Background: an optimization exercise with open tools, aiming at small area, a short achievable clock period and few clock cycles. Do not read the settings as production practice.
RTL that was checked went through simulation tests only; none was proved equivalent to the original.
No functional check of the RTL was part of run 2.

## flow/design.v (module list and top-level ports; edited modules follow where they fit)
// module iter_counter: 14 lines
// module jw_control: 16 lines
// module jw_step: 442 lines
// module jw_fa: 10 lines
// module jw_ha: 9 lines
// module pixel_result: 15 lines
// module julia_worker: 146 lines
// module jw_start: 17 lines
// module jw_sure_escape: 17 lines
module julia_worker (
	input  logic               tb_clk,
	input  logic               rst,
	input  logic               start,
	input  logic [19:0]        pixel,   
	input  logic [43:0]        c,       
	input  logic               mc_busy,
	output logic               ready,
	output logic               done,
	output logic [63:0]        result   
);
  // ...
==> flow/run.sh <==
#!/bin/bash
# synth_recipe.tcl (not shown) runs the flow's synth.tcl, then flattens the netlist and writes it again
# the make line also repeats each setting of config.mk as NAME=value (left out here)
make -C /OpenROAD-flow-scripts/flow DESIGN_CONFIG=/design/flow/config.mk WORK_HOME=/design/flow/orfs CLKGATE_MAP_FILE= SYNTH_SCRIPT=/design/flow/synth_recipe.tcl finish
==> flow/config.mk <==
export PLATFORM = sky130hd
export DESIGN_NAME = julia_worker
export DESIGN_NICKNAME = julia_worker
export VERILOG_FILES = /design/flow/design.v
export SDC_FILE = /design/flow/constraint.sdc
export NUM_CORES = 4
export LEC_CHECK = 0
export CAP_MARGIN = 60
export CORE_MARGIN = 2
export CORE_UTILIZATION = 40
export SLEW_MARGIN = 60
export SYNTH_HIERARCHICAL = 1
export SYNTH_MINIMUM_KEEP_SIZE = 0
==> flow/constraint.sdc <==
create_clock -name core_clock -period 14.0 [get_ports {tb_clk}]
set_input_delay 2.8000 -clock core_clock [delete_from_list [all_inputs] [get_ports {tb_clk}]]
set_output_delay 2.8000 -clock core_clock [all_outputs]
set_load 0.01 [all_outputs]
==> run notes, run 1 <==
- Unique masters post-synth: 73
- Ant. Diodes: 0
- Area occupied by multi-input gates: approximately 14000 um^2
- I/O pin count: 134
- Grt met3 use: under 10%
- Pre-CTS WS: around 8 ns
- GR peak layer: met2
- Yosys top cell by area: fa_1
- #MultiIn Comb: between 1000 and 1500
- Synth async-reset ratio: 0%
- Non-Filler Instances: 2429
- Vias in the first global route: around 14000
- Routing usage on met2: 31.5%
- P&R area growth vs syn: 11.2%
- Clock network area share: between 2 and 3%
- Worst hold start: pix_q[12]$_DFFE_PP_
- R2R cell count: 18
- Wire length on met2: 22100 um
- DR WL/cell: 18.7 um
- Remaining DRCs: 0
- Hold slack: around 0.42 ns
- Post-CTS Setup Bufs: 0
- Crit-path max cell delay: between 0.5 and 0.6 ns
- Final core occ: between 40% and 50%
- Starting Density: between 40% and 50%
- Grt total ovfl: 0
- Antenna-violating nets left: 0
- Status: no timing/DRC/antenna violations
- Met1 usage in global routing: between 20% and 30%
- CP max FO: between 40 and 50
- Crit path time final: between 6 and 7 ns
- Seq cells: 155
- Gpl congestion: ~0.85
- Slew headroom: 63.6%
- Final worst slack: between 7 and 8 ns
- First-pass GRT wire length: 74500 um
- Most frequent cells in the layout: fa_1 (286), xnor2_1 (167), ha_1 (137), nor2_1 (123), clkdlybuf4s50_1 (113)
- Worst Tran Pin Value: roughly 0.55 ns
- Layout inverter count without the clock tree: just over 80
- Placed Cells: around 2400
Testbench counts, summed over its fixed seeds: cycles 102,501.
==> module jw_step, before the edit <==
module jw_step (
	input  logic [13:0] xr,
	input  logic [13:0] xi,
	input  logic [14:0] cre,
	input  logic [14:0] cim,
	output logic        escaped,
	output logic [15:0] nre,
	output logic [15:0] nim
);
	logic [27:0] ta_r0, ta_r1, tb_r0, tb_r1, tp_r0, tp_r1;
	logic [11:0] ca_s, cb_s, cp_s;
	logic        ca, cb, cp;
	logic [16:0] te_r0, te_r1, esum;
	logic [15:0] tr_r0, tr_r1;
	logic [14:0] ti_r0, ti_r1;
	logic [6:0]  bneg, bone, btwo;
	logic [14:0] bpp0, bpp1, bpp2, bpp3, bpp4, bpp5, bpp6;
	logic [14:0] yb, xs1, xs2;
	logic tas1, tac1, tas2, tac2, tas3, tac3, tas4, tac4, tas5, tac5, tas6, tac6, tas7, tac7, tas8, tac8;
	logic tas9, tac9, tas10, tac10, tas11, tac11, tas12, tac12, tas13, tac13, tas14, tac14, tas15, tac15, tas16, tac16;
	logic tas17, tac17, tas18, tac18, tas19, tac19, tas20, tac20, tas21, tac21, tas22, tac22, tas23, tac23, tas24, tac24;
	logic tas25, tac25, tas26, tac26, tas27, tac27, tas28, tac28, tas29, tac29, tas30, tac30, tas31, tac31, tas32, tac32;
	logic tas33, tac33, tas34, tac34, tas35, tac35, tas36, tac36, tas37, tac37, tas38, tac38, tas39, tac39, tas40, tac40;
	logic tas41, tac41, tas42, tac42, tas43, tac43, tas44, tac44, tas45, tac45, tas46, tac46, tas47, tac47, tas48, tac48;
	logic tas49, tac49, tas50, tac50, tas51, tac51, tas52, tac52, tas53, tac53, tas54, tac54, tas55, tac55, tas56, tac56;
	logic tas57, tac57, tas58, tac58, tas59, tac59, tas60, tac60, tas61, tac61, tas62, tac62, tas63, tac63, tas64, tac64;
	logic tas65, tac65, tas66, tac66, tbs67, tbc67, tbs68, tbc68, tbs69, tbc69, tbs70, tbc70, tbs71, tbc71, tbs72, tbc72;
	logic tbs73, tbc73, tbs74, tbc74, tbs75, tbc75, tbs76, tbc76, tbs77, tbc77, tbs78, tbc78, tbs79, tbc79, tbs80, tbc80;
	logic tbs81, tbc81, tbs82, tbc82, tbs83, tbc83, tbs84, tbc84, tbs85, tbc85, tbs86, tbc86, tbs87, tbc87, tbs88, tbc88;
	logic tbs89, tbc89, tbs90, tbc90, tbs91, tbc91, tbs92, tbc92, tbs93, tbc93, tbs94, tbc94, tbs95, tbc95, tbs96, tbc96;
	logic tbs97, tbc97, tbs98, tbc98, tbs99, tbc99, tbs100, tbc100, tbs101, tbc101, tbs102, tbc102, tbs103, tbc103, tbs104, tbc104;
	logic tbs105, tbc105, tbs106, tbc106, tbs107, tbc107, tbs108, tbc108, tbs109, tbc109, tbs110, tbc110, tbs111, tbc111, tbs112, tbc112;
	logic tbs113, tbc113, tbs114, tbc114, tbs115, tbc115, tbs116, tbc116, tbs117, tbc117, tbs118, tbc118, tbs119, tbc119, tbs120, tbc120;
	logic tbs121, tbc121, tbs122, tbc122, tbs123, tbc123, tbs124, tbc124, tbs125, tbc125, tbs126, tbc126, tbs127, tbc127, tbs128, tbc128;
	logic tbs129, tbc129, tbs130, tbc130, tbs131, tbc131, tbs132, tbc132, tps133, tpc133, tps134, tpc134, tps135, tpc135, tps136, tpc136;
	logic tps137, tpc137, tps138, tpc138, tps139, tpc139, tps140, tpc140, tps141, tpc141, tps142, tpc142, tps143, tpc143, tps144, tpc144;
	logic tps145, tpc145, tps146, tpc146, tps147, tpc147, tps148, tpc148, tps149, tpc149, tps150, tpc150, tps151, tpc151, tps152, tpc152;
	logic tps153, tpc153, tps154, tpc154, tps155, tpc155, tps156, tpc156, tps157, tpc157, tps158, tpc158, tps159, tpc159, tps160, tpc160;
	logic tps161, tpc161, tps162, tpc162, tps163, tpc163, tps164, tpc164, tps165, tpc165, tps166, tpc166, tps167, tpc167, tps168, tpc168;
	logic tps169, tpc169, tps170, tpc170, tps171, tpc171, tps172, tpc172, tps173, tpc173, tps174, tpc174, tps175, tpc175, tps176, tpc176;
	logic tps177, tpc177, tps178, tpc178, tps179, tpc179, tps180, tpc180, tps181, tpc181, tps182, tpc182, tps183, tpc183, tps184, tpc184;
	logic tps185, tpc185, tps186, tpc186, tps187, tpc187, tps188, tpc188, tps189, tpc189, tps190, tpc190, tps191, tpc191, tps192, tpc192;
	logic tps193, tpc193, tps194, tpc194, tps195, tpc195, tps196, tpc196, tps197, tpc197, tps198, tpc198, tps199, tpc199, tps200, tpc200;
	logic tps201, tpc201, tps202, tpc202, tps203, tpc203, tps204, tpc204, tps205, tpc205, tps206, tpc206, tps207, tpc207, tps208, tpc208;
	logic tps209, tpc209, tps210, tpc210, tps211, tpc211, tps212, tpc212, tps213, tpc213, tps214, tpc214, tps215, tpc215, tps216, tpc216;
	logic tes217, tec217, tes218, tec218, tes219, tec219, tes220, tec220, tes221, tec221, tes222, tec222, tes223, tec223, tes224, tec224;
	logic tes225, tec225, tes226, tec226, tes227, tec227, tes228, tec228, tes229, tec229, tes230, tec230, tes231, tec231, tes232, tec232;
	logic tes233, tec233, tes234, tec234, tes235, tec235, tes236, tec236, tes237, tec237, tes238, tec238, tes239, tec239, tes240, tec240;
	logic tes241, tec241, tes242, tec242, tes243, tec243, tes244, tec244, tes245, tec245, tes246, tec246, tes247, tec247, tes248, tec248;
	logic tes249, tec249, tes250, tec250, tes251, tec251, tes252, tec252, tes253, tec253, tes254, tec254, tes255, tec255, tes256, tec256;
	logic tes257, tec257, tes258, tec258, tes259, tec259, tes260, tec260, tes261, tec261, tes262, tec262, tes263, tec263, tes264, tes265;
	logic tes266, trs267, trc267, trs268, trc268, trs269, trc269, trs270, trc270, trs271, trc271, trs272, trc272, trs273, trc273, trs274;
	logic trc274, trs275, trc275, trs276, trc276, trs277, trc277, trs278, trc278, trs279, trc279, trs280, trc280, trs281, trc281, trs282;
	logic trc282, trs283, trc283, trs284, trc284, trs285, trc285, trs286, trc286, trs287, trc287, trs288, trc288, trs289, trc289, trs290;
	logic trc290, trs291, trc291, trs292, trc292, trs293, trc293, trs294, trc294, trs295, trc295, trs296, trc296, trs297, trc297, trs298;
	logic trc298, trs299, trc299, trs300, trc300, trs301, trc301, trs302, trc302, trs303, trc303, trs304, trc304, trs305, trc305, trs306;
	logic trc306, trs307, trc307, trs308, trc308, trs309, trc309, trs310, trc310, trs311, trc311, trs312, trs313, trs314, tis315, tic315;
	logic tis316, tic316, tis317, tic317, tis318, tic318, tis319, tic319, tis320, tic320, tis321, tic321, tis322, tic322, tis323, tic323;
	logic tis324, tic324, tis325, tic325, tis326, tic326, tis327, tic327, tis328, tic328, tis329;
	assign yb  = {xr, 1'b0};
	assign xs1 = {xi[13], xi};
	assign xs2 = {xi, 1'b0};
	assign bneg[0] = yb[2];
	assign bone[0] = yb[1] ^ yb[0];
	assign btwo[0] = (yb[2] & ~yb[1] & ~yb[0]) | (~yb[2] & yb[1] & yb[0]);
	assign bpp0 = (({15{bone[0]}} & xs1) | ({15{btwo[0]}} & xs2)) ^ {15{bneg[0]}};
	assign bneg[1] = yb[4];
	assign bone[1] = yb[3] ^ yb[2];
	assign btwo[1] = (yb[4] & ~yb[3] & ~yb[2]) | (~yb[4] & yb[3] & yb[2]);
	assign bpp1 = (({15{bone[1]}} & xs1) | ({15{btwo[1]}} & xs2)) ^ {15{bneg[1]}};
	assign bneg[2] = yb[6];
	assign bone[2] = yb[5] ^ yb[4];
	assign btwo[2] = (yb[6] & ~yb[5] & ~yb[4]) | (~yb[6] & yb[5] & yb[4]);
	assign bpp2 = (({15{bone[2]}} & xs1) | ({15{btwo[2]}} & xs2)) ^ {15{bneg[2]}};
	assign bneg[3] = yb[8];
	assign bone[3] = yb[7] ^ yb[6];
	assign btwo[3] = (yb[8] & ~yb[7] & ~yb[6]) | (~yb[8] & yb[7] & yb[6]);
	assign bpp3 = (({15{bone[3]}} & xs1) | ({15{btwo[3]}} & xs2)) ^ {15{bneg[3]}};
	assign bneg[4] = yb[10];
	assign bone[4] = yb[9] ^ yb[8];
	assign btwo[4] = (yb[10] & ~yb[9] & ~yb[8]) | (~yb[10] & yb[9] & yb[8]);
	assign bpp4 = (({15{bone[4]}} & xs1) | ({15{btwo[4]}} & xs2)) ^ {15{bneg[4]}};
	assign bneg[5] = yb[12];
	assign bone[5] = yb[11] ^ yb[10];
	assign btwo[5] = (yb[12] & ~yb[11] & ~yb[10]) | (~yb[12] & yb[11] & yb[10]);
	assign bpp5 = (({15{bone[5]}} & xs1) | ({15{btwo[5]}} & xs2)) ^ {15{bneg[5]}};
	assign bneg[6] = yb[14];
	assign bone[6] = yb[13] ^ yb[12];
	assign btwo[6] = (yb[14] & ~yb[13] & ~yb[12]) | (~yb[14] & yb[13] & yb[12]);
	assign bpp6 = (({15{bone[6]}} & xs1) | ({15{btwo[6]}} & xs2)) ^ {15{bneg[6]}};
	assign ca_s = {1'b0, ta_r0[10:0]} + {1'b0, ta_r1[10:0]};
	assign cb_s = {1'b0, tb_r0[10:0]} + {1'b0, tb_r1[10:0]};
	assign cp_s = {1'b0, tp_r0[10:0]} + {1'b0, tp_r1[10:0]};
	assign ca = ca_s[11];
	assign cb = cb_s[11];
	assign cp = cp_s[11];
	jw_ha u_ta1 (.a(xr[2]), .b((xr[0] & xr[3])), .s(tas1), .co(tac1));
	jw_ha u_ta2 (.a((xr[0] & xr[4])), .b((xr[1] & xr[3])), .s(tas2), .co(tac2));
	jw_fa u_ta3 (.a(xr[3]), .b((xr[0] & xr[5])), .c((xr[1] & xr[4])), .s(tas3), .co(tac3));
	jw_ha u_ta4 (.a((xr[2] & xr[3])), .b(tac2), .s(tas4), .co(tac4));
	jw_fa u_ta5 (.a((xr[0] & xr[6])), .b((xr[1] & xr[5])), .c((xr[2] & xr[4])), .s(tas5), .co(tac5));
	jw_ha u_ta6 (.a(tac3), .b(tac4), .s(tas6), .co(tac6));
	jw_fa u_ta7 (.a(xr[4]), .b((xr[0] & xr[7])), .c((xr[1] & xr[6])), .s(tas7), .co(tac7));
	jw_fa u_ta8 (.a((xr[2] & xr[5])), .b((xr[3] & xr[4])), .c(tac5), .s(tas8), .co(tac8));
	jw_ha u_ta9 (.a(tas7), .b(tac6), .s(tas9), .co(tac9));
	jw_fa u_ta10 (.a((xr[0] & xr[8])), .b((xr[1] & xr[7])), .c((xr[2] & xr[6])), .s(tas10), .co(tac10));
	jw_fa u_ta11 (.a((xr[3] & xr[5])), .b(tac7), .c(tas10), .s(tas11), .co(tac11));
	jw_ha u_ta12 (.a(tac8), .b(tac9), .s(tas12), .co(tac12));
	jw_fa u_ta13 (.a(xr[5]), .b((xr[0] & xr[9])), .c((xr[1] & xr[8])), .s(tas13), .co(tac13));
	jw_fa u_ta14 (.a((xr[2] & xr[7])), .b((xr[3] & xr[6])), .c((xr[4] & xr[5])), .s(tas14), .co(tac14));
	jw_fa u_ta15 (.a(tac10), .b(tas13), .c(tas14), .s(tas15), .co(tac15));
	jw_ha u_ta16 (.a(tac11), .b(tas15), .s(tas16), .co(tac16));
	jw_fa u_ta17 (.a((xr[0] & xr[10])), .b((xr[1] & xr[9])), .c((xr[2] & xr[8])), .s(tas17), .co(tac17));
	jw_fa u_ta18 (.a((xr[3] & xr[7])), .b((xr[4] & xr[6])), .c(tac13), .s(tas18), .co(tac18));
	jw_fa u_ta19 (.a(tac14), .b(tas17), .c(tac15), .s(tas19), .co(tac19));
	jw_ha u_ta20 (.a(tas18), .b(tac16), .s(tas20), .co(tac20));
	jw_fa u_ta21 (.a(xr[6]), .b((xr[0] & xr[11])), .c((xr[1] & xr[10])), .s(tas21), .co(tac21));
	jw_fa u_ta22 (.a((xr[2] & xr[9])), .b((xr[3] & xr[8])), .c((xr[4] & xr[7])), .s(tas22), .co(tac22));
	jw_fa u_ta23 (.a((xr[5] & xr[6])), .b(tac17), .c(tas21), .s(tas23), .co(tac23));
	jw_fa u_ta24 (.a(tas22), .b(tac18), .c(tas23), .s(tas24), .co(tac24));
	jw_ha u_ta25 (.a(tac19), .b(tac20), .s(tas25), .co(tac25));
	jw_fa u_ta26 (.a((xr[0] & xr[12])), .b((xr[1] & xr[11])), .c((xr[2] & xr[10])), .s(tas26), .co(tac26));
	jw_fa u_ta27 (.a((xr[3] & xr[9])), .b((xr[4] & xr[8])), .c((xr[5] & xr[7])), .s(tas27), .co(tac27));
	jw_fa u_ta28 (.a(tac21), .b(tac22), .c(tas26), .s(tas28), .co(tac28));
	jw_fa u_ta29 (.a(tas27), .b(tac23), .c(tas28), .s(tas29), .co(tac29));
	jw_ha u_ta30 (.a(tac24), .b(tas29), .s(tas30), .co(tac30));
	jw_fa u_ta31 (.a(1'b1), .b(xr[7]), .c((xr[1] & xr[12])), .s(tas31), .co(tac31));
	jw_fa u_ta32 (.a((xr[2] & xr[11])), .b((xr[3] & xr[10])), .c((xr[4] & xr[9])), .s(tas32), .co(tac32));
	jw_fa u_ta33 (.a((xr[5] & xr[8])), .b((xr[6] & xr[7])), .c(~(xr[13] & xr[0])), .s(tas33), .co(tac33));
	jw_fa u_ta34 (.a(tac26), .b(tac27), .c(tas31), .s(tas34), .co(tac34));
	jw_fa u_ta35 (.a(tas32), .b(tas33), .c(tac28), .s(tas35), .co(tac35));
	jw_fa u_ta36 (.a(tas34), .b(tas35), .c(tac29), .s(tas36), .co(tac36));
	jw_fa u_ta37 (.a((xr[2] & xr[12])), .b((xr[3] & xr[11])), .c((xr[4] & xr[10])), .s(tas37), .co(tac37));
	jw_fa u_ta38 (.a((xr[5] & xr[9])), .b((xr[6] & xr[8])), .c(~(xr[13] & xr[1])), .s(tas38), .co(tac38));
	jw_fa u_ta39 (.a(tac31), .b(tac32), .c(tac33), .s(tas39), .co(tac39));
	jw_fa u_ta40 (.a(tas37), .b(tas38), .c(tac34), .s(tas40), .co(tac40));
	jw_fa u_ta41 (.a(tas39), .b(tac35), .c(tas40), .s(tas41), .co(tac41));
	jw_fa u_ta42 (.a(xr[8]), .b((xr[3] & xr[12])), .c((xr[4] & xr[11])), .s(tas42), .co(tac42));
	jw_fa u_ta43 (.a((xr[5] & xr[10])), .b((xr[6] & xr[9])), .c((xr[7] & xr[8])), .s(tas43), .co(tac43));
	jw_fa u_ta44 (.a(~(xr[13] & xr[2])), .b(tac37), .c(tac38), .s(tas44), .co(tac44));
	jw_fa u_ta45 (.a(tas42), .b(tas43), .c(tac39), .s(tas45), .co(tac45));
	jw_fa u_ta46 (.a(tas44), .b(tac40), .c(tas45), .s(tas46), .co(tac46));
	jw_fa u_ta47 (.a((xr[4] & xr[12])), .b((xr[5] & xr[11])), .c((xr[6] & xr[10])), .s(tas47), .co(tac47));
	jw_fa u_ta48 (.a((xr[7] & xr[9])), .b(~(xr[13] & xr[3])), .c(tac42), .s(tas48), .co(tac48));
	jw_fa u_ta49 (.a(tac43), .b(tas47), .c(tac44), .s(tas49), .co(tac49));
	jw_fa u_ta50 (.a(tas48), .b(tac45), .c(tas49), .s(tas50), .co(tac50));
	jw_fa u_ta51 (.a(xr[9]), .b((xr[5] & xr[12])), .c((xr[6] & xr[11])), .s(tas51), .co(tac51));
	jw_fa u_ta52 (.a((xr[7] & xr[10])), .b((xr[8] & xr[9])), .c(~(xr[13] & xr[4])), .s(tas52), .co(tac52));
	jw_fa u_ta53 (.a(tac47), .b(tas51), .c(tas52), .s(tas53), .co(tac53));
	jw_fa u_ta54 (.a(tac48), .b(tas53), .c(tac49), .s(tas54), .co(tac54));
	jw_fa u_ta55 (.a((xr[6] & xr[12])), .b((xr[7] & xr[11])), .c((xr[8] & xr[10])), .s(tas55), .co(tac55));
	jw_fa u_ta56 (.a(~(xr[13] & xr[5])), .b(tac51), .c(tac52), .s(tas56), .co(tac56));
	jw_fa u_ta57 (.a(tas55), .b(tac53), .c(tas56), .s(tas57), .co(tac57));
	jw_fa u_ta58 (.a(xr[10]), .b((xr[7] & xr[12])), .c((xr[8] & xr[11])), .s(tas58), .co(tac58));
	jw_fa u_ta59 (.a((xr[9] & xr[10])), .b(~(xr[13] & xr[6])), .c(tac55), .s(tas59), .co(tac59));
	jw_fa u_ta60 (.a(tas58), .b(tac56), .c(tas59), .s(tas60), .co(tac60));
	jw_fa u_ta61 (.a((xr[8] & xr[12])), .b((xr[9] & xr[11])), .c(~(xr[13] & xr[7])), .s(tas61), .co(tac61));
	jw_fa u_ta62 (.a(tac58), .b(tas61), .c(tac59), .s(tas62), .co(tac62));
	jw_fa u_ta63 (.a(xr[11]), .b((xr[10] & xr[11])), .c((xr[9] & xr[12])), .s(tas63), .co(tac63));
	jw_fa u_ta64 (.a(~(xr[13] & xr[8])), .b(tac61), .c(tas63), .s(tas64), .co(tac64));
	jw_fa u_ta65 (.a((xr[10] & xr[12])), .b(~(xr[13] & xr[9])), .c(tac63), .s(tas65), .co(tac65));
	jw_fa u_ta66 (.a(xr[12]), .b((xr[11] & xr[12])), .c(~(xr[13] & xr[10])), .s(tas66), .co(tac66));
	assign ta_r0 = {1'b1, ~(xr[13] & xr[12]), ~(xr[13] & xr[11]), tac65, tac64, tac62, tac60, tac57, tac54, tac50, tac46, tac41, tac36, tac30, tac25, tas24, tas19, tac12, tas11, tas8, tas5, tas3, tac1, (xr[1] & xr[2]), (xr[0] & xr[2]), (xr[0] & xr[1]), 1'b0, xr[0]};
	assign ta_r1 = {1'b0, xr[13], tac66, tas66, tas65, tas64, tas62, tas60, tas57, tas54, tas50, tas46, tas41, tas36, tas30, tas25, tas20, tas16, tas12, tas9, tas6, tas4, tas2, tas1, 1'b0, xr[1], 1'b0, 1'b0};
	jw_ha u_tb67 (.a(xi[2]), .b((xi[0] & xi[3])), .s(tbs67), .co(tbc67));
	jw_ha u_tb68 (.a((xi[0] & xi[4])), .b((xi[1] & xi[3])), .s(tbs68), .co(tbc68));
	jw_fa u_tb69 (.a(xi[3]), .b((xi[0] & xi[5])), .c((xi[1] & xi[4])), .s(tbs69), .co(tbc69));
	jw_ha u_tb70 (.a((xi[2] & xi[3])), .b(tbc68), .s(tbs70), .co(tbc70));
	jw_fa u_tb71 (.a((xi[0] & xi[6])), .b((xi[1] & xi[5])), .c((xi[2] & xi[4])), .s(tbs71), .co(tbc71));
	jw_ha u_tb72 (.a(tbc69), .b(tbc70), .s(tbs72), .co(tbc72));
	jw_fa u_tb73 (.a(xi[4]), .b((xi[0] & xi[7])), .c((xi[1] & xi[6])), .s(tbs73), .co(tbc73));
	jw_fa u_tb74 (.a((xi[2] & xi[5])), .b((xi[3] & xi[4])), .c(tbc71), .s(tbs74), .co(tbc74));
	jw_ha u_tb75 (.a(tbs73), .b(tbc72), .s(tbs75), .co(tbc75));
	jw_fa u_tb76 (.a((xi[0] & xi[8])), .b((xi[1] & xi[7])), .c((xi[2] & xi[6])), .s(tbs76), .co(tbc76));
	jw_fa u_tb77 (.a((xi[3] & xi[5])), .b(tbc73), .c(tbs76), .s(tbs77), .co(tbc77));
	jw_ha u_tb78 (.a(tbc74), .b(tbc75), .s(tbs78), .co(tbc78));
	jw_fa u_tb79 (.a(xi[5]), .b((xi[0] & xi[9])), .c((xi[1] & xi[8])), .s(tbs79), .co(tbc79));
	jw_fa u_tb80 (.a((xi[2] & xi[7])), .b((xi[3] & xi[6])), .c((xi[4] & xi[5])), .s(tbs80), .co(tbc80));
	jw_fa u_tb81 (.a(tbc76), .b(tbs79), .c(tbs80), .s(tbs81), .co(tbc81));
	jw_ha u_tb82 (.a(tbc77), .b(tbs81), .s(tbs82), .co(tbc82));
	jw_fa u_tb83 (.a((xi[0] & xi[10])), .b((xi[1] & xi[9])), .c((xi[2] & xi[8])), .s(tbs83), .co(tbc83));
	jw_fa u_tb84 (.a((xi[3] & xi[7])), .b((xi[4] & xi[6])), .c(tbc79), .s(tbs84), .co(tbc84));
	jw_fa u_tb85 (.a(tbc80), .b(tbs83), .c(tbc81), .s(tbs85), .co(tbc85));
	jw_ha u_tb86 (.a(tbs84), .b(tbc82), .s(tbs86), .co(tbc86));
	jw_fa u_tb87 (.a(xi[6]), .b((xi[0] & xi[11])), .c((xi[1] & xi[10])), .s(tbs87), .co(tbc87));
	jw_fa u_tb88 (.a((xi[2] & xi[9])), .b((xi[3] & xi[8])), .c((xi[4] & xi[7])), .s(tbs88), .co(tbc88));
	jw_fa u_tb89 (.a((xi[5] & xi[6])), .b(tbc83), .c(tbs87), .s(tbs89), .co(tbc89));
	jw_fa u_tb90 (.a(tbs88), .b(tbc84), .c(tbs89), .s(tbs90), .co(tbc90));
	jw_ha u_tb91 (.a(tbc85), .b(tbc86), .s(tbs91), .co(tbc91));
	jw_fa u_tb92 (.a((xi[0] & xi[12])), .b((xi[1] & xi[11])), .c((xi[2] & xi[10])), .s(tbs92), .co(tbc92));
	jw_fa u_tb93 (.a((xi[3] & xi[9])), .b((xi[4] & xi[8])), .c((xi[5] & xi[7])), .s(tbs93), .co(tbc93));
	jw_fa u_tb94 (.a(tbc87), .b(tbc88), .c(tbs92), .s(tbs94), .co(tbc94));
	jw_fa u_tb95 (.a(tbs93), .b(tbc89), .c(tbs94), .s(tbs95), .co(tbc95));
	jw_ha u_tb96 (.a(tbc90), .b(tbs95), .s(tbs96), .co(tbc96));
	jw_fa u_tb97 (.a(1'b1), .b(xi[7]), .c((xi[1] & xi[12])), .s(tbs97), .co(tbc97));
	jw_fa u_tb98 (.a((xi[2] & xi[11])), .b((xi[3] & xi[10])), .c((xi[4] & xi[9])), .s(tbs98), .co(tbc98));
	jw_fa u_tb99 (.a((xi[5] & xi[8])), .b((xi[6] & xi[7])), .c(~(xi[13] & xi[0])), .s(tbs99), .co(tbc99));
	jw_fa u_tb100 (.a(tbc92), .b(tbc93), .c(tbs97), .s(tbs100), .co(tbc100));
	jw_fa u_tb101 (.a(tbs98), .b(tbs99), .c(tbc94), .s(tbs101), .co(tbc101));
	jw_fa u_tb102 (.a(tbs100), .b(tbs101), .c(tbc95), .s(tbs102), .co(tbc102));
	jw_fa u_tb103 (.a((xi[2] & xi[12])), .b((xi[3] & xi[11])), .c((xi[4] & xi[10])), .s(tbs103), .co(tbc103));
	jw_fa u_tb104 (.a((xi[5] & xi[9])), .b((xi[6] & xi[8])), .c(~(xi[13] & xi[1])), .s(tbs104), .co(tbc104));
	jw_fa u_tb105 (.a(tbc97), .b(tbc98), .c(tbc99), .s(tbs105), .co(tbc105));
	jw_fa u_tb106 (.a(tbs103), .b(tbs104), .c(tbc100), .s(tbs106), .co(tbc106));
	jw_fa u_tb107 (.a(tbs105), .b(tbc101), .c(tbs106), .s(tbs107), .co(tbc107));
	jw_fa u_tb108 (.a(xi[8]), .b((xi[3] & xi[12])), .c((xi[4] & xi[11])), .s(tbs108), .co(tbc108));
	jw_fa u_tb109 (.a((xi[5] & xi[10])), .b((xi[6] & xi[9])), .c((xi[7] & xi[8])), .s(tbs109), .co(tbc109));
	jw_fa u_tb110 (.a(~(xi[13] & xi[2])), .b(tbc103), .c(tbc104), .s(tbs110), .co(tbc110));
	jw_fa u_tb111 (.a(tbs108), .b(tbs109), .c(tbc105), .s(tbs111), .co(tbc111));
	jw_fa u_tb112 (.a(tbs110), .b(tbc106), .c(tbs111), .s(tbs112), .co(tbc112));
	jw_fa u_tb113 (.a((xi[4] & xi[12])), .b((xi[5] & xi[11])), .c((xi[6] & xi[10])), .s(tbs113), .co(tbc113));
	jw_fa u_tb114 (.a((xi[7] & xi[9])), .b(~(xi[13] & xi[3])), .c(tbc108), .s(tbs114), .co(tbc114));
	jw_fa u_tb115 (.a(tbc109), .b(tbs113), .c(tbc110), .s(tbs115), .co(tbc115));
	jw_fa u_tb116 (.a(tbs114), .b(tbc111), .c(tbs115), .s(tbs116), .co(tbc116));
	jw_fa u_tb117 (.a(xi[9]), .b((xi[5] & xi[12])), .c((xi[6] & xi[11])), .s(tbs117), .co(tbc117));
	jw_fa u_tb118 (.a((xi[7] & xi[10])), .b((xi[8] & xi[9])), .c(~(xi[13] & xi[4])), .s(tbs118), .co(tbc118));
	jw_fa u_tb119 (.a(tbc113), .b(tbs117), .c(tbs118), .s(tbs119), .co(tbc119));
	jw_fa u_tb120 (.a(tbc114), .b(tbs119), .c(tbc115), .s(tbs120), .co(tbc120));
	jw_fa u_tb121 (.a((xi[6] & xi[12])), .b((xi[7] & xi[11])), .c((xi[8] & xi[10])), .s(tbs121), .co(tbc121));
	jw_fa u_tb122 (.a(~(xi[13] & xi[5])), .b(tbc117), .c(tbc118), .s(tbs122), .co(tbc122));
	jw_fa u_tb123 (.a(tbs121), .b(tbc119), .c(tbs122), .s(tbs123), .co(tbc123));
	jw_fa u_tb124 (.a(xi[10]), .b((xi[7] & xi[12])), .c((xi[8] & xi[11])), .s(tbs124), .co(tbc124));
	jw_fa u_tb125 (.a((xi[9] & xi[10])), .b(~(xi[13] & xi[6])), .c(tbc121), .s(tbs125), .co(tbc125));
	jw_fa u_tb126 (.a(tbs124), .b(tbc122), .c(tbs125), .s(tbs126), .co(tbc126));
	jw_fa u_tb127 (.a((xi[8] & xi[12])), .b((xi[9] & xi[11])), .c(~(xi[13] & xi[7])), .s(tbs127), .co(tbc127));
	jw_fa u_tb128 (.a(tbc124), .b(tbs127), .c(tbc125), .s(tbs128), .co(tbc128));
	jw_fa u_tb129 (.a(xi[11]), .b((xi[10] & xi[11])), .c((xi[9] & xi[12])), .s(tbs129), .co(tbc129));
	jw_fa u_tb130 (.a(~(xi[13] & xi[8])), .b(tbc127), .c(tbs129), .s(tbs130), .co(tbc130));
	jw_fa u_tb131 (.a((xi[10] & xi[12])), .b(~(xi[13] & xi[9])), .c(tbc129), .s(tbs131), .co(tbc131));
	jw_fa u_tb132 (.a(xi[12]), .b((xi[11] & xi[12])), .c(~(xi[13] & xi[10])), .s(tbs132), .co(tbc132));
	assign tb_r0 = {1'b1, ~(xi[13] & xi[12]), ~(xi[13] & xi[11]), tbc131, tbc130, tbc128, tbc126, tbc123, tbc120, tbc116, tbc112, tbc107, tbc102, tbc96, tbc91, tbs90, tbs85, tbc78, tbs77, tbs74, tbs71, tbs69, tbc67, (xi[1] & xi[2]), (xi[0] & xi[2]), (xi[0] & xi[1]), 1'b0, xi[0]};
	assign tb_r1 = {1'b0, xi[13], tbc132, tbs132, tbs131, tbs130, tbs128, tbs126, tbs123, tbs120, tbs116, tbs112, tbs107, tbs102, tbs96, tbs91, tbs86, tbs82, tbs78, tbs75, tbs72, tbs70, tbs68, tbs67, 1'b0, xi[1], 1'b0, 1'b0};
	jw_ha u_tp133 (.a(bneg[5]), .b(bpp0[10]), .s(tps133), .co(tpc133));
	jw_ha u_tp134 (.a(bpp0[11]), .b(bpp1[9]), .s(tps134), .co(tpc134));
	jw_fa u_tp135 (.a(bneg[6]), .b(bpp0[12]), .c(bpp1[10]), .s(tps135), .co(tpc135));
	jw_ha u_tp136 (.a(bpp2[8]), .b(bpp3[6]), .s(tps136), .co(tpc136));
	jw_fa u_tp137 (.a(bpp0[13]), .b(bpp1[11]), .c(bpp2[9]), .s(tps137), .co(tpc137));
	jw_ha u_tp138 (.a(bpp3[7]), .b(bpp4[5]), .s(tps138), .co(tpc138));
	jw_fa u_tp139 (.a(1'b1), .b(~bpp0[14]), .c(bpp1[12]), .s(tps139), .co(tpc139));
	jw_fa u_tp140 (.a(bpp2[10]), .b(bpp3[8]), .c(bpp4[6]), .s(tps140), .co(tpc140));
	jw_fa u_tp141 (.a(1'b1), .b(bpp1[13]), .c(bpp2[11]), .s(tps141), .co(tpc141));
	jw_ha u_tp142 (.a(bpp3[9]), .b(bpp4[7]), .s(tps142), .co(tpc142));
	jw_fa u_tp143 (.a(~bpp1[14]), .b(bpp2[12]), .c(bpp3[10]), .s(tps143), .co(tpc143));
	jw_ha u_tp144 (.a(1'b1), .b(bpp2[13]), .s(tps144), .co(tpc144));
	jw_ha u_tp145 (.a(bneg[3]), .b(bpp0[6]), .s(tps145), .co(tpc145));
	jw_ha u_tp146 (.a(bpp0[7]), .b(bpp1[5]), .s(tps146), .co(tpc146));
	jw_fa u_tp147 (.a(bneg[4]), .b(bpp0[8]), .c(bpp1[6]), .s(tps147), .co(tpc147));
	jw_ha u_tp148 (.a(bpp2[4]), .b(bpp3[2]), .s(tps148), .co(tpc148));
	jw_fa u_tp149 (.a(bpp0[9]), .b(bpp1[7]), .c(bpp2[5]), .s(tps149), .co(tpc149));
	jw_ha u_tp150 (.a(bpp3[3]), .b(bpp4[1]), .s(tps150), .co(tpc150));
	jw_fa u_tp151 (.a(bpp1[8]), .b(bpp2[6]), .c(bpp3[4]), .s(tps151), .co(tpc151));
	jw_fa u_tp152 (.a(bpp4[2]), .b(bpp5[0]), .c(tps133), .s(tps152), .co(tpc152));
	jw_fa u_tp153 (.a(bpp2[7]), .b(bpp3[5]), .c(bpp4[3]), .s(tps153), .co(tpc153));
	jw_fa u_tp154 (.a(bpp5[1]), .b(tpc133), .c(tps134), .s(tps154), .co(tpc154));
	jw_fa u_tp155 (.a(bpp4[4]), .b(bpp5[2]), .c(bpp6[0]), .s(tps155), .co(tpc155));
	jw_fa u_tp156 (.a(tpc134), .b(tps136), .c(tps135), .s(tps156), .co(tpc156));
	jw_fa u_tp157 (.a(bpp5[3]), .b(bpp6[1]), .c(tpc136), .s(tps157), .co(tpc157));
	jw_fa u_tp158 (.a(tps138), .b(tpc135), .c(tps137), .s(tps158), .co(tpc158));
	jw_fa u_tp159 (.a(bpp5[4]), .b(bpp6[2]), .c(tpc138), .s(tps159), .co(tpc159));
	jw_fa u_tp160 (.a(tpc137), .b(tps139), .c(tps140), .s(tps160), .co(tpc160));
	jw_fa u_tp161 (.a(bpp5[5]), .b(bpp6[3]), .c(tps142), .s(tps161), .co(tpc161));
	jw_fa u_tp162 (.a(tpc139), .b(tpc140), .c(tps141), .s(tps162), .co(tpc162));
	jw_fa u_tp163 (.a(bpp4[8]), .b(bpp5[6]), .c(bpp6[4]), .s(tps163), .co(tpc163));
	jw_fa u_tp164 (.a(tpc142), .b(tpc141), .c(tps143), .s(tps164), .co(tpc164));
	jw_fa u_tp165 (.a(bpp3[11]), .b(bpp4[9]), .c(bpp5[7]), .s(tps165), .co(tpc165));
	jw_fa u_tp166 (.a(bpp6[5]), .b(tps144), .c(tpc143), .s(tps166), .co(tpc166));
	jw_fa u_tp167 (.a(~bpp2[14]), .b(bpp3[12]), .c(bpp4[10]), .s(tps167), .co(tpc167));
	jw_fa u_tp168 (.a(bpp5[8]), .b(bpp6[6]), .c(tpc144), .s(tps168), .co(tpc168));
	jw_fa u_tp169 (.a(1'b1), .b(bpp3[13]), .c(bpp4[11]), .s(tps169), .co(tpc169));
	jw_ha u_tp170 (.a(bpp5[9]), .b(bpp6[7]), .s(tps170), .co(tpc170));
	jw_fa u_tp171 (.a(~bpp3[14]), .b(bpp4[12]), .c(bpp5[10]), .s(tps171), .co(tpc171));
	jw_ha u_tp172 (.a(1'b1), .b(bpp4[13]), .s(tps172), .co(tpc172));
	jw_ha u_tp173 (.a(bneg[2]), .b(bpp0[4]), .s(tps173), .co(tpc173));
	jw_ha u_tp174 (.a(bpp0[5]), .b(bpp1[3]), .s(tps174), .co(tpc174));
	jw_fa u_tp175 (.a(bpp1[4]), .b(bpp2[2]), .c(bpp3[0]), .s(tps175), .co(tpc175));
	jw_fa u_tp176 (.a(bpp2[3]), .b(bpp3[1]), .c(tpc145), .s(tps176), .co(tpc176));
	jw_fa u_tp177 (.a(bpp4[0]), .b(tpc146), .c(tps148), .s(tps177), .co(tpc177));
	jw_fa u_tp178 (.a(tpc148), .b(tps150), .c(tpc147), .s(tps178), .co(tpc178));
	jw_fa u_tp179 (.a(tpc150), .b(tpc149), .c(tps151), .s(tps179), .co(tpc179));
	jw_fa u_tp180 (.a(tpc151), .b(tps153), .c(tpc152), .s(tps180), .co(tpc180));
	jw_fa u_tp181 (.a(tpc153), .b(tps155), .c(tpc154), .s(tps181), .co(tpc181));
	jw_fa u_tp182 (.a(tpc155), .b(tps157), .c(tpc156), .s(tps182), .co(tpc182));
	jw_fa u_tp183 (.a(tpc157), .b(tps159), .c(tpc158), .s(tps183), .co(tpc183));
	jw_fa u_tp184 (.a(tpc159), .b(tps161), .c(tpc160), .s(tps184), .co(tpc184));
	jw_fa u_tp185 (.a(tps163), .b(tpc161), .c(tpc162), .s(tps185), .co(tpc185));
	jw_fa u_tp186 (.a(tpc163), .b(tps165), .c(tps166), .s(tps186), .co(tpc186));
	jw_fa u_tp187 (.a(tpc165), .b(tps167), .c(tps168), .s(tps187), .co(tpc187));
	jw_fa u_tp188 (.a(tps170), .b(tpc167), .c(tps169), .s(tps188), .co(tpc188));
	jw_fa u_tp189 (.a(bpp6[8]), .b(tpc170), .c(tpc169), .s(tps189), .co(tpc189));
	jw_fa u_tp190 (.a(bpp5[11]), .b(bpp6[9]), .c(tps172), .s(tps190), .co(tpc190));
	jw_fa u_tp191 (.a(~bpp4[14]), .b(bpp5[12]), .c(bpp6[10]), .s(tps191), .co(tpc191));
	jw_ha u_tp192 (.a(1'b1), .b(bpp5[13]), .s(tps192), .co(tpc192));
	jw_ha u_tp193 (.a(bneg[1]), .b(bpp0[2]), .s(tps193), .co(tpc193));
	jw_ha u_tp194 (.a(bpp0[3]), .b(bpp1[1]), .s(tps194), .co(tpc194));
	jw_fa u_tp195 (.a(bpp1[2]), .b(bpp2[0]), .c(tps173), .s(tps195), .co(tpc195));
	jw_fa u_tp196 (.a(bpp2[1]), .b(tpc173), .c(tps174), .s(tps196), .co(tpc196));
	jw_fa u_tp197 (.a(tpc174), .b(tps145), .c(tps175), .s(tps197), .co(tpc197));
	jw_fa u_tp198 (.a(tps146), .b(tpc175), .c(tps176), .s(tps198), .co(tpc198));
	jw_fa u_tp199 (.a(tps147), .b(tpc176), .c(tps177), .s(tps199), .co(tpc199));
	jw_fa u_tp200 (.a(tps149), .b(tpc177), .c(tps178), .s(tps200), .co(tpc200));
	jw_fa u_tp201 (.a(tps152), .b(tpc178), .c(tps179), .s(tps201), .co(tpc201));
	jw_fa u_tp202 (.a(tps154), .b(tpc179), .c(tps180), .s(tps202), .co(tpc202));
	jw_fa u_tp203 (.a(tps156), .b(tpc180), .c(tps181), .s(tps203), .co(tpc203));
	jw_fa u_tp204 (.a(tps158), .b(tpc181), .c(tps182), .s(tps204), .co(tpc204));
	jw_fa u_tp205 (.a(tps160), .b(tpc182), .c(tps183), .s(tps205), .co(tpc205));
	jw_fa u_tp206 (.a(tps162), .b(tpc183), .c(tps184), .s(tps206), .co(tpc206));
	jw_fa u_tp207 (.a(tps164), .b(tpc184), .c(tps185), .s(tps207), .co(tpc207));
	jw_fa u_tp208 (.a(tpc164), .b(tpc185), .c(tps186), .s(tps208), .co(tpc208));
	jw_fa u_tp209 (.a(tpc166), .b(tps187), .c(tpc186), .s(tps209), .co(tpc209));
	jw_fa u_tp210 (.a(tpc168), .b(tps188), .c(tpc187), .s(tps210), .co(tpc210));
	jw_fa u_tp211 (.a(tps171), .b(tps189), .c(tpc188), .s(tps211), .co(tpc211));
	jw_fa u_tp212 (.a(tpc171), .b(tps190), .c(tpc189), .s(tps212), .co(tpc212));
	jw_fa u_tp213 (.a(tpc172), .b(tps191), .c(tpc190), .s(tps213), .co(tpc213));
	jw_fa u_tp214 (.a(bpp6[11]), .b(tps192), .c(tpc191), .s(tps214), .co(tpc214));
	jw_fa u_tp215 (.a(~bpp5[14]), .b(bpp6[12]), .c(tpc192), .s(tps215), .co(tpc215));
	jw_ha u_tp216 (.a(1'b1), .b(bpp6[13]), .s(tps216), .co(tpc216));
	assign tp_r0 = {1'b1, ~bpp6[14], tpc215, tpc214, tpc213, tpc212, tpc211, tpc210, tpc209, tpc208, tpc207, tpc206, tpc205, tpc204, tpc203, tpc202, tpc201, tpc200, tpc199, tpc198, tpc197, tpc196, tpc195, tpc194, tpc193, bpp1[0], bpp0[1], bneg[0]};
	assign tp_r1 = {1'b0, tpc216, tps216, tps215, tps214, tps213, tps212, tps211, tps210, tps209, tps208, tps207, tps206, tps205, tps204, tps203, tps202, tps201, tps200, tps199, tps198, tps197, tps196, tps195, tps194, tps193, 1'b0, bpp0[0]};
	jw_fa u_te217 (.a(1'b1), .b(ta_r0[11]), .c(ta_r1[11]), .s(tes217), .co(tec217));
	jw_fa u_te218 (.a(tb_r0[11]), .b(tb_r1[11]), .c(tes217), .s(tes218), .co(tec218));
	jw_fa u_te219 (.a(1'b1), .b(ta_r0[12]), .c(ta_r1[12]), .s(tes219), .co(tec219));
	jw_fa u_te220 (.a(tb_r0[12]), .b(tb_r1[12]), .c(tec217), .s(tes220), .co(tec220));
	jw_ha u_te221 (.a(tes219), .b(tec218), .s(tes221), .co(tec221));
	jw_fa u_te222 (.a(1'b1), .b(ta_r0[13]), .c(ta_r1[13]), .s(tes222), .co(tec222));
	jw_fa u_te223 (.a(tb_r0[13]), .b(tb_r1[13]), .c(tec219), .s(tes223), .co(tec223));
	jw_fa u_te224 (.a(tes222), .b(tec220), .c(tec221), .s(tes224), .co(tec224));
	jw_fa u_te225 (.a(1'b1), .b(ta_r0[14]), .c(ta_r1[14]), .s(tes225), .co(tec225));
	jw_fa u_te226 (.a(tb_r0[14]), .b(tb_r1[14]), .c(tec222), .s(tes226), .co(tec226));
	jw_fa u_te227 (.a(tes225), .b(tec223), .c(tes226), .s(tes227), .co(tec227));
	jw_fa u_te228 (.a(1'b1), .b(ta_r0[15]), .c(ta_r1[15]), .s(tes228), .co(tec228));
	jw_fa u_te229 (.a(tb_r0[15]), .b(tb_r1[15]), .c(tec225), .s(tes229), .co(tec229));
	jw_fa u_te230 (.a(tes228), .b(tec226), .c(tes229), .s(tes230), .co(tec230));
	jw_fa u_te231 (.a(1'b1), .b(ta_r0[16]), .c(ta_r1[16]), .s(tes231), .co(tec231));
	jw_fa u_te232 (.a(tb_r0[16]), .b(tb_r1[16]), .c(tec228), .s(tes232), .co(tec232));
	jw_fa u_te233 (.a(tes231), .b(tec229), .c(tes232), .s(tes233), .co(tec233));
	jw_fa u_te234 (.a(1'b1), .b(ta_r0[17]), .c(ta_r1[17]), .s(tes234), .co(tec234));
	jw_fa u_te235 (.a(tb_r0[17]), .b(tb_r1[17]), .c(tec231), .s(tes235), .co(tec235));
	jw_fa u_te236 (.a(tes234), .b(tec232), .c(tes235), .s(tes236), .co(tec236));
	jw_fa u_te237 (.a(1'b1), .b(ta_r0[18]), .c(ta_r1[18]), .s(tes237), .co(tec237));
	jw_fa u_te238 (.a(tb_r0[18]), .b(tb_r1[18]), .c(tec234), .s(tes238), .co(tec238));
	jw_fa u_te239 (.a(tes237), .b(tec235), .c(tes238), .s(tes239), .co(tec239));
	jw_fa u_te240 (.a(1'b1), .b(ta_r0[19]), .c(ta_r1[19]), .s(tes240), .co(tec240));
	jw_fa u_te241 (.a(tb_r0[19]), .b(tb_r1[19]), .c(tec237), .s(tes241), .co(tec241));
	jw_fa u_te242 (.a(tes240), .b(tec238), .c(tes241), .s(tes242), .co(tec242));
	jw_fa u_te243 (.a(1'b1), .b(ta_r0[20]), .c(ta_r1[20]), .s(tes243), .co(tec243));
	jw_fa u_te244 (.a(tb_r0[20]), .b(tb_r1[20]), .c(tes243), .s(tes244), .co(tec244));
	jw_fa u_te245 (.a(tec240), .b(tes244), .c(tec241), .s(tes245), .co(tec245));
	jw_fa u_te246 (.a(1'b1), .b(ta_r0[21]), .c(ta_r1[21]), .s(tes246), .co(tec246));
	jw_fa u_te247 (.a(tb_r0[21]), .b(tb_r1[21]), .c(tec243), .s(tes247), .co(tec247));
	jw_fa u_te248 (.a(tes246), .b(tec244), .c(tes247), .s(tes248), .co(tec248));
	jw_fa u_te249 (.a(1'b1), .b(ta_r0[22]), .c(ta_r1[22]), .s(tes249), .co(tec249));
	jw_fa u_te250 (.a(tb_r0[22]), .b(tb_r1[22]), .c(tec246), .s(tes250), .co(tec250));
	jw_fa u_te251 (.a(tes249), .b(tec247), .c(tes250), .s(tes251), .co(tec251));
	jw_fa u_te252 (.a(1'b1), .b(ta_r0[23]), .c(ta_r1[23]), .s(tes252), .co(tec252));
	jw_fa u_te253 (.a(tb_r0[23]), .b(tb_r1[23]), .c(tes252), .s(tes253), .co(tec253));
	jw_fa u_te254 (.a(tec249), .b(tes253), .c(tec250), .s(tes254), .co(tec254));
	jw_fa u_te255 (.a(ta_r0[24]), .b(ta_r1[24]), .c(tb_r0[24]), .s(tes255), .co(tec255));
	jw_fa u_te256 (.a(tb_r1[24]), .b(tes255), .c(tec252), .s(tes256), .co(tec256));
	jw_ha u_te257 (.a(tec253), .b(tes256), .s(tes257), .co(tec257));
	jw_fa u_te258 (.a(1'b1), .b(ta_r0[25]), .c(ta_r1[25]), .s(tes258), .co(tec258));
	jw_fa u_te259 (.a(tb_r0[25]), .b(tb_r1[25]), .c(tes258), .s(tes259), .co(tec259));
	jw_fa u_te260 (.a(tec255), .b(tes259), .c(tec256), .s(tes260), .co(tec260));
	jw_fa u_te261 (.a(1'b1), .b(ta_r0[26]), .c(ta_r1[26]), .s(tes261), .co(tec261));
	jw_fa u_te262 (.a(tb_r0[26]), .b(tb_r1[26]), .c(tes261), .s(tes262), .co(tec262));
	jw_fa u_te263 (.a(tec258), .b(tes262), .c(tec259), .s(tes263), .co(tec263));
	assign tes264 = 1'b1 ^ ta_r0[27] ^ ta_r1[27];
	assign tes265 = tb_r0[27] ^ tb_r1[27] ^ tes264;
	assign tes266 = tes265 ^ tec261 ^ tec262;
	assign te_r0 = {tec263, tec260, tec257, tec254, tec251, tec248, tec245, tec242, tec239, tec236, tec233, tec230, tec227, tec224, tes223, tes220, cb};
	assign te_r1 = {tes266, tes263, tes260, tes257, tes254, tes251, tes248, tes245, tes242, tes239, tes236, tes233, tes230, tes227, tes224, tes221, tes218};
	jw_fa u_tr267 (.a(1'b1), .b(cre[0]), .c(ta_r0[11]), .s(trs267), .co(trc267));
	jw_fa u_tr268 (.a(ta_r1[11]), .b(~tb_r0[11]), .c(~tb_r1[11]), .s(trs268), .co(trc268));
	jw_ha u_tr269 (.a(trs267), .b(trs268), .s(trs269), .co(trc269));
	jw_fa u_tr270 (.a(cre[1]), .b(ta_r0[12]), .c(ta_r1[12]), .s(trs270), .co(trc270));
	jw_fa u_tr271 (.a(~tb_r0[12]), .b(~tb_r1[12]), .c(trc267), .s(trs271), .co(trc271));
	jw_fa u_tr272 (.a(trc268), .b(trc269), .c(trs270), .s(trs272), .co(trc272));
	jw_fa u_tr273 (.a(cre[2]), .b(ta_r0[13]), .c(ta_r1[13]), .s(trs273), .co(trc273));
	jw_fa u_tr274 (.a(~tb_r0[13]), .b(~tb_r1[13]), .c(trc270), .s(trs274), .co(trc274));
	jw_fa u_tr275 (.a(trs273), .b(trc271), .c(trc272), .s(trs275), .co(trc275));
	jw_fa u_tr276 (.a(cre[3]), .b(ta_r0[14]), .c(ta_r1[14]), .s(trs276), .co(trc276));
	jw_fa u_tr277 (.a(~tb_r0[14]), .b(~tb_r1[14]), .c(trc273), .s(trs277), .co(trc277));
	jw_fa u_tr278 (.a(trs276), .b(trc274), .c(trs277), .s(trs278), .co(trc278));
	jw_fa u_tr279 (.a(cre[4]), .b(ta_r0[15]), .c(ta_r1[15]), .s(trs279), .co(trc279));
	jw_fa u_tr280 (.a(~tb_r0[15]), .b(~tb_r1[15]), .c(trc276), .s(trs280), .co(trc280));
	jw_fa u_tr281 (.a(trs279), .b(trc277), .c(trs280), .s(trs281), .co(trc281));
	jw_fa u_tr282 (.a(cre[5]), .b(ta_r0[16]), .c(ta_r1[16]), .s(trs282), .co(trc282));
	jw_fa u_tr283 (.a(~tb_r0[16]), .b(~tb_r1[16]), .c(trc279), .s(trs283), .co(trc283));
	jw_fa u_tr284 (.a(trs282), .b(trc280), .c(trs283), .s(trs284), .co(trc284));
	jw_fa u_tr285 (.a(cre[6]), .b(ta_r0[17]), .c(ta_r1[17]), .s(trs285), .co(trc285));
	jw_fa u_tr286 (.a(~tb_r0[17]), .b(~tb_r1[17]), .c(trc282), .s(trs286), .co(trc286));
	jw_fa u_tr287 (.a(trs285), .b(trc283), .c(trs286), .s(trs287), .co(trc287));
	jw_fa u_tr288 (.a(cre[7]), .b(ta_r0[18]), .c(ta_r1[18]), .s(trs288), .co(trc288));
	jw_fa u_tr289 (.a(~tb_r0[18]), .b(~tb_r1[18]), .c(trc285), .s(trs289), .co(trc289));
	jw_fa u_tr290 (.a(trs288), .b(trc286), .c(trs289), .s(trs290), .co(trc290));
	jw_fa u_tr291 (.a(cre[8]), .b(ta_r0[19]), .c(ta_r1[19]), .s(trs291), .co(trc291));
	jw_fa u_tr292 (.a(~tb_r0[19]), .b(~tb_r1[19]), .c(trc288), .s(trs292), .co(trc292));
	jw_fa u_tr293 (.a(trs291), .b(trc289), .c(trs292), .s(trs293), .co(trc293));
	jw_fa u_tr294 (.a(cre[9]), .b(ta_r0[20]), .c(ta_r1[20]), .s(trs294), .co(trc294));
	jw_fa u_tr295 (.a(~tb_r0[20]), .b(~tb_r1[20]), .c(trs294), .s(trs295), .co(trc295));
	jw_fa u_tr296 (.a(trc291), .b(trs295), .c(trc292), .s(trs296), .co(trc296));
	jw_fa u_tr297 (.a(cre[10]), .b(ta_r0[21]), .c(ta_r1[21]), .s(trs297), .co(trc297));
	jw_fa u_tr298 (.a(~tb_r0[21]), .b(~tb_r1[21]), .c(trc294), .s(trs298), .co(trc298));
	jw_fa u_tr299 (.a(trs297), .b(trc295), .c(trs298), .s(trs299), .co(trc299));
	jw_fa u_tr300 (.a(cre[11]), .b(ta_r0[22]), .c(ta_r1[22]), .s(trs300), .co(trc300));
	jw_fa u_tr301 (.a(~tb_r0[22]), .b(~tb_r1[22]), .c(trc297), .s(trs301), .co(trc301));
	jw_fa u_tr302 (.a(trs300), .b(trc298), .c(trs301), .s(trs302), .co(trc302));
	jw_fa u_tr303 (.a(cre[12]), .b(ta_r0[23]), .c(ta_r1[23]), .s(trs303), .co(trc303));
	jw_fa u_tr304 (.a(~tb_r0[23]), .b(~tb_r1[23]), .c(trs303), .s(trs304), .co(trc304));
	jw_fa u_tr305 (.a(trc300), .b(trs304), .c(trc301), .s(trs305), .co(trc305));
	jw_fa u_tr306 (.a(cre[13]), .b(ta_r0[24]), .c(ta_r1[24]), .s(trs306), .co(trc306));
	jw_fa u_tr307 (.a(~tb_r0[24]), .b(~tb_r1[24]), .c(trs306), .s(trs307), .co(trc307));
	jw_fa u_tr308 (.a(trc303), .b(trc304), .c(trs307), .s(trs308), .co(trc308));
	jw_fa u_tr309 (.a(cre[14]), .b(ta_r0[25]), .c(ta_r1[25]), .s(trs309), .co(trc309));
	jw_fa u_tr310 (.a(~tb_r0[25]), .b(~tb_r1[25]), .c(trs309), .s(trs310), .co(trc310));
	jw_fa u_tr311 (.a(trc306), .b(trs310), .c(trc307), .s(trs311), .co(trc311));
	assign trs312 = cre[14] ^ ta_r0[26] ^ ta_r1[26];
	assign trs313 = ~tb_r0[26] ^ ~tb_r1[26] ^ trs312;
	assign trs314 = trc309 ^ trs313 ^ trc310;
	assign tr_r0 = {trc311, trc308, trc305, trc302, trc299, trc296, trc293, trc290, trc287, trc284, trc281, trc278, trc275, trs274, trs271, ~cb};
	assign tr_r1 = {trs314, trs311, trs308, trs305, trs302, trs299, trs296, trs293, trs290, trs287, trs284, trs281, trs278, trs275, trs272, trs269};
	jw_ha u_ti315 (.a(cim[1]), .b(tp_r0[11]), .s(tis315), .co(tic315));
	jw_fa u_ti316 (.a(cim[2]), .b(tp_r0[12]), .c(tp_r1[12]), .s(tis316), .co(tic316));
	jw_fa u_ti317 (.a(cim[3]), .b(tp_r0[13]), .c(tp_r1[13]), .s(tis317), .co(tic317));
	jw_fa u_ti318 (.a(cim[4]), .b(tp_r0[14]), .c(tp_r1[14]), .s(tis318), .co(tic318));
	jw_fa u_ti319 (.a(cim[5]), .b(tp_r0[15]), .c(tp_r1[15]), .s(tis319), .co(tic319));
	jw_fa u_ti320 (.a(cim[6]), .b(tp_r0[16]), .c(tp_r1[16]), .s(tis320), .co(tic320));
	jw_fa u_ti321 (.a(cim[7]), .b(tp_r0[17]), .c(tp_r1[17]), .s(tis321), .co(tic321));
	jw_fa u_ti322 (.a(cim[8]), .b(tp_r0[18]), .c(tp_r1[18]), .s(tis322), .co(tic322));
	jw_fa u_ti323 (.a(cim[9]), .b(tp_r0[19]), .c(tp_r1[19]), .s(tis323), .co(tic323));
	jw_fa u_ti324 (.a(cim[10]), .b(tp_r0[20]), .c(tp_r1[20]), .s(tis324), .co(tic324));
	jw_fa u_ti325 (.a(cim[11]), .b(tp_r0[21]), .c(tp_r1[21]), .s(tis325), .co(tic325));
	jw_fa u_ti326 (.a(cim[12]), .b(tp_r0[22]), .c(tp_r1[22]), .s(tis326), .co(tic326));
	jw_fa u_ti327 (.a(cim[13]), .b(tp_r0[23]), .c(tp_r1[23]), .s(tis327), .co(tic327));
	jw_fa u_ti328 (.a(cim[14]), .b(tp_r0[24]), .c(tp_r1[24]), .s(tis328), .co(tic328));
	assign tis329 = cim[14] ^ tp_r0[25] ^ tp_r1[25];
	assign ti_r0 = {tic328, tic327, tic326, tic325, tic324, tic323, tic322, tic321, tic320, tic319, tic318, tic317, tic316, tic315, tp_r1[11]};
	assign ti_r1 = {tis329, tis328, tis327, tis326, tis325, tis324, tis323, tis322, tis321, tis320, tis319, tis318, tis317, tis316, tis315};
	assign esum = te_r0 + te_r1 + ca;
	assign escaped = ~esum[16];
	assign nre = tr_r0 + tr_r1 + ca;
	assign nim = {ti_r0 + ti_r1 + cp, cim[0]};
endmodule
==> inputs of run 2 (changes only) <==
--- a/flow/design.v
+++ b/flow/design.v
@@ -151,12 +151,9 @@
 	assign bone[6] = yb[13] ^ yb[12];
 	assign btwo[6] = (yb[14] & ~yb[13] & ~yb[12]) | (~yb[14] & yb[13] & yb[12]);
 	assign bpp6 = (({15{bone[6]}} & xs1) | ({15{btwo[6]}} & xs2)) ^ {15{bneg[6]}};
-	assign ca_s = {1'b0, ta_r0[10:0]} + {1'b0, ta_r1[10:0]};
-	assign cb_s = {1'b0, tb_r0[10:0]} + {1'b0, tb_r1[10:0]};
-	assign cp_s = {1'b0, tp_r0[10:0]} + {1'b0, tp_r1[10:0]};
-	assign ca = ca_s[11];
-	assign cb = cb_s[11];
-	assign cp = cp_s[11];
+	jw_add #(.W(11)) u_ca (.a(ta_r0[10:0]), .b(ta_r1[10:0]), .ci(1'b0), .s(ca_s[10:0]), .co(ca));
+	jw_add #(.W(11)) u_cb (.a(tb_r0[10:0]), .b(tb_r1[10:0]), .ci(1'b0), .s(cb_s[10:0]), .co(cb));
+	jw_add #(.W(11)) u_cp (.a(tp_r0[10:0]), .b(tp_r1[10:0]), .ci(1'b0), .s(cp_s[10:0]), .co(cp));
 	jw_ha u_ta1 (.a(xr[2]), .b((xr[0] & xr[3])), .s(tas1), .co(tac1));
 	jw_ha u_ta2 (.a((xr[0] & xr[4])), .b((xr[1] & xr[3])), .s(tas2), .co(tac2));
 	jw_fa u_ta3 (.a(xr[3]), .b((xr[0] & xr[5])), .c((xr[1] & xr[4])), .s(tas3), .co(tac3));
@@ -498,10 +495,11 @@
 	assign tis329 = cim[14] ^ tp_r0[25] ^ tp_r1[25];
 	assign ti_r0 = {tic328, tic327, tic326, tic325, tic324, tic323, tic322, tic321, tic320, tic319, tic318, tic317, tic316, tic315, tp_r1[11]};
 	assign ti_r1 = {tis329, tis328, tis327, tis326, tis325, tis324, tis323, tis322, tis321, tis320, tis319, tis318, tis317, tis316, tis315};
-	assign esum = te_r0 + te_r1 + ca;
+	jw_add #(.W(17)) u_esum (.a(te_r0), .b(te_r1), .ci(ca), .s(esum), .co());
 	assign escaped = ~esum[16];
-	assign nre = tr_r0 + tr_r1 + ca;
-	assign nim = {ti_r0 + ti_r1 + cp, cim[0]};
+	jw_add #(.W(16)) u_nre (.a(tr_r0), .b(tr_r1), .ci(ca), .s(nre), .co());
+	jw_add #(.W(15)) u_nim (.a(ti_r0), .b(ti_r1), .ci(cp), .s(nim[15:1]), .co());
+	assign nim[0] = cim[0];
 endmodule
 module jw_fa (
 	input  logic a,
@@ -513,6 +511,17 @@
 	assign s  = a ^ b ^ c;
 	assign co = (a & b) | (a & c) | (b & c);
 endmodule
+module jw_add #(
+	parameter int W = 16
+) (
+	input  logic [W-1:0] a,
+	input  logic [W-1:0] b,
+	input  logic         ci,
+	output logic [W-1:0] s,
+	output logic         co
+);
+	assign {co, s} = a + b + ci;
+endmodule
 module jw_ha (
 	input  logic a,
 	input  logic b,
==> run 2 against run 1 <==
Net effect:
- via count is 15% higher
- non-clock buffer count is the same
==> run notes, run 2 <==
- Status: no timing/DRC/antenna violations (unchanged)
- Gpl congestion: 0.836 (was 0.855)
- Layout cells sized above 1: 7.99% (was 7.52%)
- H-tree levels: 4 (unchanged)
- Iteration-0 DRC Markers: 899 (was 739)
- Fin. Hold Viols: 0 (unchanged)
- Chip height: 233 um (was 222 um)
- Yosys warning total: 10 (unchanged)
- Top flop regs: z_seen x28, pix_q x20, res_index x20 (unchanged)
- WL final: 51000 um (was 45400 um)
- CTS root buffer: clkbuf_16 (unchanged)
- DIE AREA: 54200 um^2 (was 49400 um^2)
- Pre-CTS WS: 7.89 ns (was 7.81 ns)
- Via density: 5.37 (was 5.31)
- Hpwl dp: 36300 um (was 34500 um)
- Via count: 14815 (was 12902)
- Synth Cell Area: 21000 um^2 (was 19000 um^2)
- Avg Inst Size Synth: 10.2 um^2 (was 10.8 um^2)
- Setup Viol. Count Final: 0 (unchanged)
- Die W: 233 um (was 222 um)
- First-pass DRT Iterations: 5 (unchanged)
- WP data arrival: 3.38 ns (was 6.52 ns)
- Grt total ovfl: 0 (unchanged)
- IO buf count: 113 (unchanged)
- Std-Cell Rows: 83 (was 79)
- Slew headroom: 61.9% (was 63.6%)
- Clock latency (worst-skew pair): 0.45 ns (was 0.46 ns)
- Area after DPL: 22200 um^2 (was 20500 um^2)
- Crit share post-route: 44.2% (was 43.9%)
- Max reg flops: 28 (unchanged)
- Pins Over Slew Limit: 0 (unchanged)
- Vias in the first global route: 15004 (was 13679)
- Starting Density: 40.7% (about the same)
- CTS tree: yes (unchanged)
- Antenna violations before repair: 0 (unchanged)
- Most common cell after layout, fill and taps aside: fa_1 (unchanged)
- Non-Filler Instances: 2757 (was 2429)
- # Max-Cap Violations: 0 (unchanged)
- Placed Cells: 2722 (was 2396)
- Syn Inst Count: 2060 (was 1757)
- Fill cells: 4868 (was 4342)
- # nets final: 2571 (was 2303)
- Largest net degree at the start of global routing: 77 (was 49)
- Worst clock skew: 0.0124 ns (was 0.0108 ns)
- Highest clock rate: 162 MHz (was 163 MHz)
- Sink Count: 155 (unchanged)
- Core ar.: 51500 um^2 (was 46800 um^2)
- Ant. Diodes: 0 (unchanged)
- Worst Tran Pin Value: 0.571 ns (was 0.546 ns)
- Most flop-heavy register: z_seen (unchanged)
- Most frequent cells in the layout: fa_1 (291), nand2_1 (173), and2_1 (155), ha_1 (142), a21oi_1 (133) (was fa_1 (286), xnor2_1 (167), ha_1 (137), nor2_1 (123), clkdlybuf4s50_1 (113))
- P&R area growth vs syn: 9.15% (was 11.2%)
- Critical Path RT: 11.20 ns (was 14.38 ns)
- Setup crit end kind: output pin (was flip-flop)
- Worst-path clk slew: 0.07 ns (about the same)
- Hold Path Class: flip-flop to flip-flop (unchanged)
- Post-cts sizing count: 0 (unchanged)
- DR WL/cell: 18.5 um (was 18.7 um)
- Startpoint Class: flip-flop (unchanged)
- Post-CTS Setup Bufs: 0 (unchanged)
- Kind of critical path: flip-flop to output pin (was flip-flop to flip-flop)
- Finished Cell Area: 22900 um^2 (was 21200 um^2)
- Remaining DRCs: 0 (unchanged)
- All-Layer GR Usage: 19.3% (was 19.1%)
- I/O pin count: 134 (unchanged)
- First-pass GRT wire length: 82200 um (was 74500 um)
- Clock buffer count from CTS: 17 (unchanged)
- Crit path time final: 6.18 ns (was 6.14 ns)
- RSZ-0062 raised after global routing: no (unchanged)
- Antenna-violating nets left: 0 (unchanged)
- CTS Hold Bufs: 0 (unchanged)
- CTS Buffer Depth: 2 (unchanged)
- CP max FO: 76 (was 46)
- Setup TNS: 0 ns (unchanged)
- Final worst slack: 7.82 ns (was 7.86 ns)
==> run 2: changes by cell type in the layout (fill, tap and decap cells not counted), moves of 19 or more <==
cell,delta
o22ai_1,+51
nand2b_1,+49
xnor2_1,-117
and2_1,+72
a21o_1,+58
a221oi_1,+24
a22oi_1,-77
xor2_1,+19
nor2_1,-74
nand2_1,+101
a22o_1,+39
a21oi_1,+55
==> run 2: critical path, stage by stage, from the launching register on <==
cell and delay, ns:
dfxtp_2 0.31, clkbuf_8 0.31, or3_4 0.49, nor4_2 0.16, a41oi_1 0.07, o21ai_1 0.16, nand4_1 0.24, or2_2 0.37
or3b_1 0.24, nand2_1 0.07, clkdlybuf4s50_1 0.49
==> run 2: stage by stage <==
stage / util (%) / hold slack, ns
after global routing: 44.4 / 0.428
after CTS: 44.2 / 0.415
after floorplan: - / 0.400
after detailed placement: 43.1 / 0.405
after global placement: 43.0 / 0.404
final: 44.4 / 0.416
==> run 2: layout make-up <==
class,count,area (um^2),share of cell area (%)
Tap cell,680,851,3.72
Clock inverter,14,110,0.481
Clock buffer,18,429,1.88
Inverter,81,304,1.33
Sequential cell,155,4190,18.3
Multi-Input combinational cell,1660,15500,67.7
Timing Repair Buffer,149,1490,6.53
==> run 2: final timing paths <==
check,start,endpoint,slack [ns],cells after the start
worst max-delay path,xr[7]$_DFF_P_,ready,7.82,10
worst min-delay path,pix_q[15]$_DFFE_PP_,res_index[5]$_DFFE_PP_,0.42,0
worst max register to register,xr[0]$_DFF_P_,xr[10]$_DFF_P_,7.95,17
worst min register to register,pix_q[15]$_DFFE_PP_,res_index[5]$_DFFE_PP_,0.42,0
==> run 2: layer usage <==
| metal | up-vias | share of wire [%] | track usage, % |
|---|---|---|---|
| met3 | 43 | 4.6 | 3.06 |
| met2 | 352 | 48 | 31.3 |
| met5 | - | 0 | 0 |
| li1 | 6994 | - | - |
| met4 | 0 | 1.7 | 4.70 |
| met1 | 7426 | 46 | 27.0 |

-- what the ideal ports hide --
The flow's constraints put no driver on any port. The routed layouts listed below were extracted and timed again, unchanged, in two steps.
Step 1 sets driving cells, clkbuf_16 on the clock port and buf_2 on the other inputs (assumed; they add their load-dependent delay and slew).
Step 2 times the ports against the registers' clock, not the clock port: input delays grow and output delays shrink by t, the midpoint of the rising clock arrivals with the driver on.
Three values: ideal, step 1, step 2; two values: the first two.
run | t (ns) | slack for setup (ns) | worst setup path at the end
run 1 | 0.498 | 7.858 / 7.858 / 7.858 | register to register
run 2 | 0.497 | 7.816 / 7.764 / 7.945 | register to register
After both steps setup and hold are still met in every run listed.
